Context: an optimization exercise on an open-source flow, tuned for small area and a short achievable clock period. The choices shown serve that exercise and are no tape-out recipe.
Where RTL was checked, it was by simulation tests only, not by an equivalence proof against the original.
Power is estimated from default activity; no workload was simulated.

==> inputs of violet <==
## rgb565_pixel_alu_top
module rgb565_pixel_alu_top (
	input  logic        clk,
	input  logic        arst_n,
	input  logic        in_valid,
	output logic        in_ready,
	input  logic [2:0]  in_op,
	input  logic [15:0] in_color_a,
	input  logic [15:0] in_color_b,
	input  logic [8:0]  in_weight,
	input  logic [15:0] in_scale_num,
	input  logic [15:0] in_scale_den,
	input  logic [2:0]  in_red_depth,
	input  logic [2:0]  in_green_depth,
	input  logic [2:0]  in_blue_depth,
	output logic        out_valid,
	input  logic        out_ready,
	output logic [15:0] out_color
);
==> flow/config.mk <==
export PLATFORM = sky130hd
export DESIGN_NAME = rgb565_pixel_alu_top
export DESIGN_NICKNAME = rgb565_pixel_alu_top
export VERILOG_FILES = /design/flow/design.v
export SDC_FILE = /design/flow/constraint.sdc
export NUM_CORES = 4
export LEC_CHECK = 0
export CAP_MARGIN = 20
export CORE_MARGIN = 2
export CORE_UTILIZATION = 75
export CTS_CLUSTER_DIAMETER = 150
export CTS_CLUSTER_SIZE = 24
export PLACE_DENSITY = 0.82
export SETUP_SLACK_MARGIN = 3.3
export SLEW_MARGIN = 20
==> flow/constraint.sdc <==
create_clock -name core_clock -period 6.3 [get_ports {clk}]
set_input_delay 1.2600 -clock core_clock [delete_from_list [all_inputs] [get_ports {clk}]]
set_output_delay 1.2600 -clock core_clock [all_outputs]
set_load 0.01 [all_outputs]
run.sh (not shown) runs the stock make flow with config.mk's settings and CLKGATE_MAP_FILE= SYNTH_SCRIPT=/design/flow/synth_recipe.tcl, a recipe that flattens the netlist after the stock synthesis.
==> fjord (differences from violet) <==
==> flow/design.v (replaced) <==
`timescale 1ns / 1ps
package rpa_pkg;
	localparam logic [2:0] OP_LERP  = 3'd0;
	localparam logic [2:0] OP_SCALE = 3'd1;
	localparam logic [2:0] OP_ADD   = 3'd2;
	localparam logic [2:0] OP_SUB   = 3'd3;
	localparam logic [2:0] OP_HALF  = 3'd4;
	localparam logic [2:0] OP_QUANT = 3'd5;
endpackage
`timescale 1ns / 1ps
import rpa_pkg::*;
module rpa_lane_dec #(
	parameter int unsigned Width = 5
) (
	input  logic [2:0]         op,
	input  logic               div,
	input  logic               lerp,
	input  logic [Width-1:0]   chan_a,
	input  logic [Width-1:0]   chan_b,
	input  logic               wide_w,
	input  logic [2:0]         depth,
	output logic [Width:0]     mul_x,
	output logic [Width-1:0]   base
);
	localparam logic [Width-1:0] ChanMax = '1;
	logic [2:0]       n_c;
	logic [Width-1:0] kept;
	logic [Width-1:0] quant;
	logic [Width:0]   sum;
	logic [Width-1:0] half;
	logic [Width-1:0] other;
	always_comb begin
		n_c = depth;
		if (depth == 3'd0) begin
			n_c = 3'd1;
		end else if (depth > 3'(Width)) begin
			n_c = 3'(Width);
		end
		kept = chan_a >> (3'(Width) - n_c);
		quant = '0;
		for (int nn = 1; nn <= Width; nn++) begin
			for (int kk = 0; kk < (1 << nn); kk++) begin
				if (n_c == 3'(nn) && kept == Width'(kk)) begin
					quant = Width'((kk * (2 ** Width - 1)) / ((1 << nn) - 1));
				end
			end
		end
	end
	assign sum  = {1'b0, chan_a} + {1'b0, chan_b};
	assign half = Width'(chan_a[Width-1:1]) + Width'(chan_b[Width-1:1]);
	always_comb begin
		case (op)
			OP_LERP:  other = wide_w ? chan_b : chan_a;
			OP_ADD:   other = sum[Width] ? ChanMax : sum[Width-1:0];
			OP_SUB:   other = (chan_a > chan_b) ? (chan_a - chan_b) : '0;
			OP_HALF:  other = half;
			OP_QUANT: other = quant;
			default:  other = chan_a;
		endcase
	end
	always_comb begin
		if (div) begin
			mul_x = {1'b0, chan_a};
		end else if (lerp) begin
			mul_x = {1'b0, chan_b} - {1'b0, chan_a};
		end else begin
			mul_x = '0;
		end
	end
	assign base = div ? '0 : other;
endmodule
module rpa_lane #(
	parameter int unsigned Width = 5
) (
	input  logic             clk,
	input  logic [Width:0]   mul_x,
	input  logic [Width-1:0] base,
	input  logic [15:0]      mul_y,
	input  logic [15:0]      den_b,
	input  logic [111:0]     den_k,
	input  logic [6:0]       div_k,
	output logic [Width-1:0] chan_out
);
	localparam int unsigned N  = Width + 16;
	localparam int unsigned NR = Width + 2;
	localparam logic [Width-1:0] ChanMax = '1;
	function automatic int rows_at(int level);
		int c;
		c = NR;
		for (int i = 0; i < level; i++) begin
			c = 2 * (c / 3) + c % 3;
		end
		rows_at = c;
	endfunction
	function automatic int levels(int rows);
		int l;
		int c;
		l = 0;
		c = rows;
		for (int i = 0; i < 8; i++) begin
			if (c > 2) begin
				c = 2 * (c / 3) + c % 3;
				l = l + 1;
			end
		end
		levels = l;
	endfunction
	localparam int unsigned NL = levels(NR);
	logic [(NL+1)*NR*N-1:0] lv;
	logic [N-1:0]           s_r, c_r;
	for (genvar i = 0; i < Width; i++) begin : g_pp
		assign lv[i*N +: N] = mul_x[i] ? (N'(mul_y) << i) : '0;
	end
	assign lv[Width*N +: N]     = mul_x[Width] ? ~(N'(mul_y) << Width) : '0;
	assign lv[(Width+1)*N +: N] = (N'(base) << 8) | N'(mul_x[Width]);
	for (genvar l = 0; l < NL; l++) begin : g_lvl
		localparam int C = rows_at(l);
		localparam int G = C / 3;
		for (genvar g = 0; g < G; g++) begin : g_csa
			logic [N-1:0] x, y, z;
			assign x = lv[(l*NR + 3*g)*N +: N];
			assign y = lv[(l*NR + 3*g + 1)*N +: N];
			assign z = lv[(l*NR + 3*g + 2)*N +: N];
			assign lv[((l+1)*NR + 2*g)*N +: N]     = x ^ y ^ z;
			assign lv[((l+1)*NR + 2*g + 1)*N +: N] = ((x & y) | (x & z) | (y & z)) << 1;
		end
		for (genvar r = 3 * G; r < C; r++) begin : g_pass
			assign lv[((l+1)*NR + 2*G + r - 3*G)*N +: N] = lv[(l*NR + r)*N +: N];
		end
	end
	always_ff @(posedge clk) begin
		s_r <= lv[(NL*NR)*N +: N];
		c_r <= lv[(NL*NR + 1)*N +: N];
	end
	logic [N:0] z_ovf;
	logic [N-1:0] st [0:Width];
	logic         ovf [0:Width];
	assign z_ovf = {1'b0, s_r} + {1'b0, c_r} - {1'b0, N'(den_b) << Width};
	always_ff @(posedge clk) begin
		st[0]  <= s_r + c_r;
		ovf[0] <= !z_ovf[N];
	end
	for (genvar j = 1; j <= Width; j++) begin : g_step
		localparam int K = j;
		logic [15:0]      t;
		logic [Width-1:0] lq;
		logic [17:0]      diff;
		logic             hit;
		logic [N-1:0]     nxt;
		assign t    = st[j-1][N-1:Width];
		assign lq   = st[j-1][Width-1:0];
		assign diff = {1'b0, t, lq[Width-1]} - {2'b0, den_k[16*K +: 16]};
		assign hit  = !diff[17];
		assign nxt  = {hit ? diff[15:0] : {t[14:0], lq[Width-1]}, lq[Width-2:0], hit};
		if (j < Width) begin : g_reg
			always_ff @(posedge clk) begin
				st[j]  <= nxt;
				ovf[j] <= ovf[j-1];
			end
		end else begin : g_last
			logic [Width-1:0] res;
			always_comb begin
				if (!div_k[K]) begin
					res = nxt[2*Width+7:Width+8];
				end else if (ovf[j-1]) begin
					res = ChanMax;
				end else begin
					res = nxt[Width-1:0];
				end
			end
			if (K < 6) begin : g_hold
				always_ff @(posedge clk) begin
					chan_out <= res;
				end
			end else begin : g_out
				assign chan_out = res;
			end
		end
	end
endmodule
`timescale 1ns / 1ps
import rpa_pkg::*;
module rpa_merge #(
	parameter int unsigned Depth = 9
) (
	input  logic        clk,
	input  logic        arst_n,
	input  logic        valid,
	input  logic [15:0] color,
	input  logic        out_ready,
	output logic        out_valid,
	output logic [15:0] color_out,
	output logic        accept_ok
);
	localparam int unsigned AW = $clog2(Depth);
	logic [15:0] mem [0:Depth-1];
	logic [AW-1:0] wr_ptr;
	logic [AW-1:0] rd_ptr;
	logic          take;
	assign take      = out_valid && out_ready;
	assign accept_ok = !out_valid || out_ready;
	assign color_out = mem[rd_ptr];
	always_ff @(posedge clk or negedge arst_n) begin
		if (!arst_n) begin
			wr_ptr    <= '0;
			rd_ptr    <= '0;
			out_valid <= 1'b0;
		end else begin
			if (valid) begin
				wr_ptr <= (wr_ptr == AW'(Depth - 1)) ? '0 : wr_ptr + 1'b1;
			end
			if (take) begin
				rd_ptr <= (rd_ptr == AW'(Depth - 1)) ? '0 : rd_ptr + 1'b1;
			end
			if (valid) begin
				out_valid <= 1'b1;
			end else if (take) begin
				out_valid <= ((rd_ptr == AW'(Depth - 1)) ? '0 : rd_ptr + 1'b1) != wr_ptr;
			end
		end
	end
	for (genvar i = 0; i < Depth; i++) begin : g_mem
		always_ff @(posedge clk) begin
			if (valid && wr_ptr == AW'(i)) begin
				mem[i] <= color;
			end
		end
	end
endmodule
`timescale 1ns / 1ps
import rpa_pkg::*;
module rgb565_pixel_alu_top (
	input  logic        clk,
	input  logic        arst_n,
	input  logic        in_valid,
	output logic        in_ready,
	input  logic [2:0]  in_op,
	input  logic [15:0] in_color_a,
	input  logic [15:0] in_color_b,
	input  logic [8:0]  in_weight,
	input  logic [15:0] in_scale_num,
	input  logic [15:0] in_scale_den,
	input  logic [2:0]  in_red_depth,
	input  logic [2:0]  in_green_depth,
	input  logic [2:0]  in_blue_depth,
	output logic        out_valid,
	input  logic        out_ready,
	output logic [15:0] out_color
);
	logic        accept_ok;
	logic        div_c;
	logic        lerp_c;
	logic [15:0] y_c;
	logic [5:0]  xr_c, xb_c;
	logic [6:0]  xg_c;
	logic [4:0]  br_c, bb_c;
	logic [5:0]  bg_c;
	logic        valid_d;
	logic        div_d;
	logic [15:0] y_d;
	logic [15:0] den_d;
	logic [5:0]  xr_d, xb_d;
	logic [6:0]  xg_d;
	logic [4:0]  br_d, bb_d;
	logic [5:0]  bg_d;
	logic        valid_a;
	logic        div_a;
	logic [15:0] den_a;
	logic [6:0]   valid_k;
	logic [6:0]   div_k;
	logic [111:0] den_k;
	logic [4:0]  red, blue;
	logic [5:0]  green;
	assign in_ready = accept_ok;
	assign div_c  = (in_op == OP_SCALE) && (in_scale_den != 16'd0);
	assign lerp_c = (in_op == OP_LERP) && !in_weight[8];
	assign y_c    = (in_op == OP_SCALE) ? in_scale_num : {8'd0, in_weight[7:0]};
	rpa_lane_dec #(.Width(5)) u_dec_r (
		.op(in_op), .div(div_c), .lerp(lerp_c),
		.chan_a(in_color_a[15:11]), .chan_b(in_color_b[15:11]),
		.wide_w(in_weight[8]), .depth(in_red_depth), .mul_x(xr_c), .base(br_c));
	rpa_lane_dec #(.Width(6)) u_dec_g (
		.op(in_op), .div(div_c), .lerp(lerp_c),
		.chan_a(in_color_a[10:5]), .chan_b(in_color_b[10:5]),
		.wide_w(in_weight[8]), .depth(in_green_depth), .mul_x(xg_c), .base(bg_c));
	rpa_lane_dec #(.Width(5)) u_dec_b (
		.op(in_op), .div(div_c), .lerp(lerp_c),
		.chan_a(in_color_a[4:0]), .chan_b(in_color_b[4:0]),
		.wide_w(in_weight[8]), .depth(in_blue_depth), .mul_x(xb_c), .base(bb_c));
	always_ff @(posedge clk or negedge arst_n) begin
		if (!arst_n) begin
			valid_d <= 1'b0;
			valid_a <= 1'b0;
			valid_k <= '0;
		end else begin
			valid_d <= in_valid && accept_ok;
			valid_a <= valid_d;
			valid_k <= {valid_k[5:1], valid_a, 1'b0};
		end
	end
	always_ff @(posedge clk) begin
		div_d <= div_c;
		y_d   <= y_c;
		den_d <= in_scale_den;
		xr_d  <= xr_c;
		xg_d  <= xg_c;
		xb_d  <= xb_c;
		br_d  <= br_c;
		bg_d  <= bg_c;
		bb_d  <= bb_c;
		div_a <= div_d;
		den_a <= div_d ? den_d : 16'hFFFF;
		div_k <= {div_k[5:1], div_a, 1'b0};
		den_k <= {den_k[95:16], den_a, 16'd0};
	end
	rpa_lane #(.Width(5)) u_lane_r (
		.clk(clk), .mul_x(xr_d), .base(br_d), .mul_y(y_d),
		.den_b(den_a), .den_k(den_k), .div_k(div_k), .chan_out(red));
	rpa_lane #(.Width(6)) u_lane_g (
		.clk(clk), .mul_x(xg_d), .base(bg_d), .mul_y(y_d),
		.den_b(den_a), .den_k(den_k), .div_k(div_k), .chan_out(green));
	rpa_lane #(.Width(5)) u_lane_b (
		.clk(clk), .mul_x(xb_d), .base(bb_d), .mul_y(y_d),
		.den_b(den_a), .den_k(den_k), .div_k(div_k), .chan_out(blue));
	rpa_merge #(.Depth(9)) u_merge (
		.clk      (clk),
		.arst_n   (arst_n),
		.valid    (valid_k[6]),
		.color    ({red, green, blue}),
		.out_ready(out_ready),
		.out_valid(out_valid),
		.color_out(out_color),
		.accept_ok(accept_ok)
	);
endmodule
Settings changed: CORE_UTILIZATION 75 to 40, CTS_CLUSTER_DIAMETER 150 to default, CTS_CLUSTER_SIZE 24 to default, PLACE_DENSITY 0.82 to default, SETUP_SLACK_MARGIN 3.3 to 3.2.
==> notes <==
- In violet the critical path depth is lower than in fjord, by 2.
- Of violet and fjord, fjord has the higher clock power (gap 48%, measured against fjord).
- In violet the sequential share of layout area is higher than in fjord, by 6.2 points.
- Against fjord, the clock skew of violet is lower by 0.020 ns.
- Between violet and fjord, the lower sequential power is in fjord (gap about 2%, measured against fjord).
- Against violet, the non-clock buffer count of fjord is higher by 123.
- Against violet, the flip-flop and latch count of fjord is higher by 1.
- In fjord the synthesized cell count is larger than in violet, by 16%.
No functional check of the RTL was part of fjord.

## static timing again, ports no longer ideal
The results above use ideal ports. As a check the final layouts listed here were re-extracted and re-timed, cells and wires unchanged.
Step 1 sets driving cells, clkbuf_16 on the clock port and buf_2 on the other inputs (assumed; they add their load-dependent delay and slew).
Step 2 adds t to the input delays and takes it off the output delays; t is the mean of the earliest and latest rising clock arrival at the registers after step 1. Input paths then give back, and output paths get back, about the clock's delay inside the block.
a / b / c = ideal ports / drivers / drivers and shift; a / b = the first two.
| run | shift t [ns] | setup slack, ns | worst data-port slew with drivers (ns) |
|---|---|---|---|
| violet | 0.672 | 3.282 / 3.282 / 2.650 | 0.05 |
| fjord | 0.746 | 2.539 / 2.470 / 2.075 | 0.07 |
After both steps every run listed still meets setup and hold. The setup slack of violet, which loses most, moves by 0.000 ns with the drivers and by -0.632 ns with both steps.
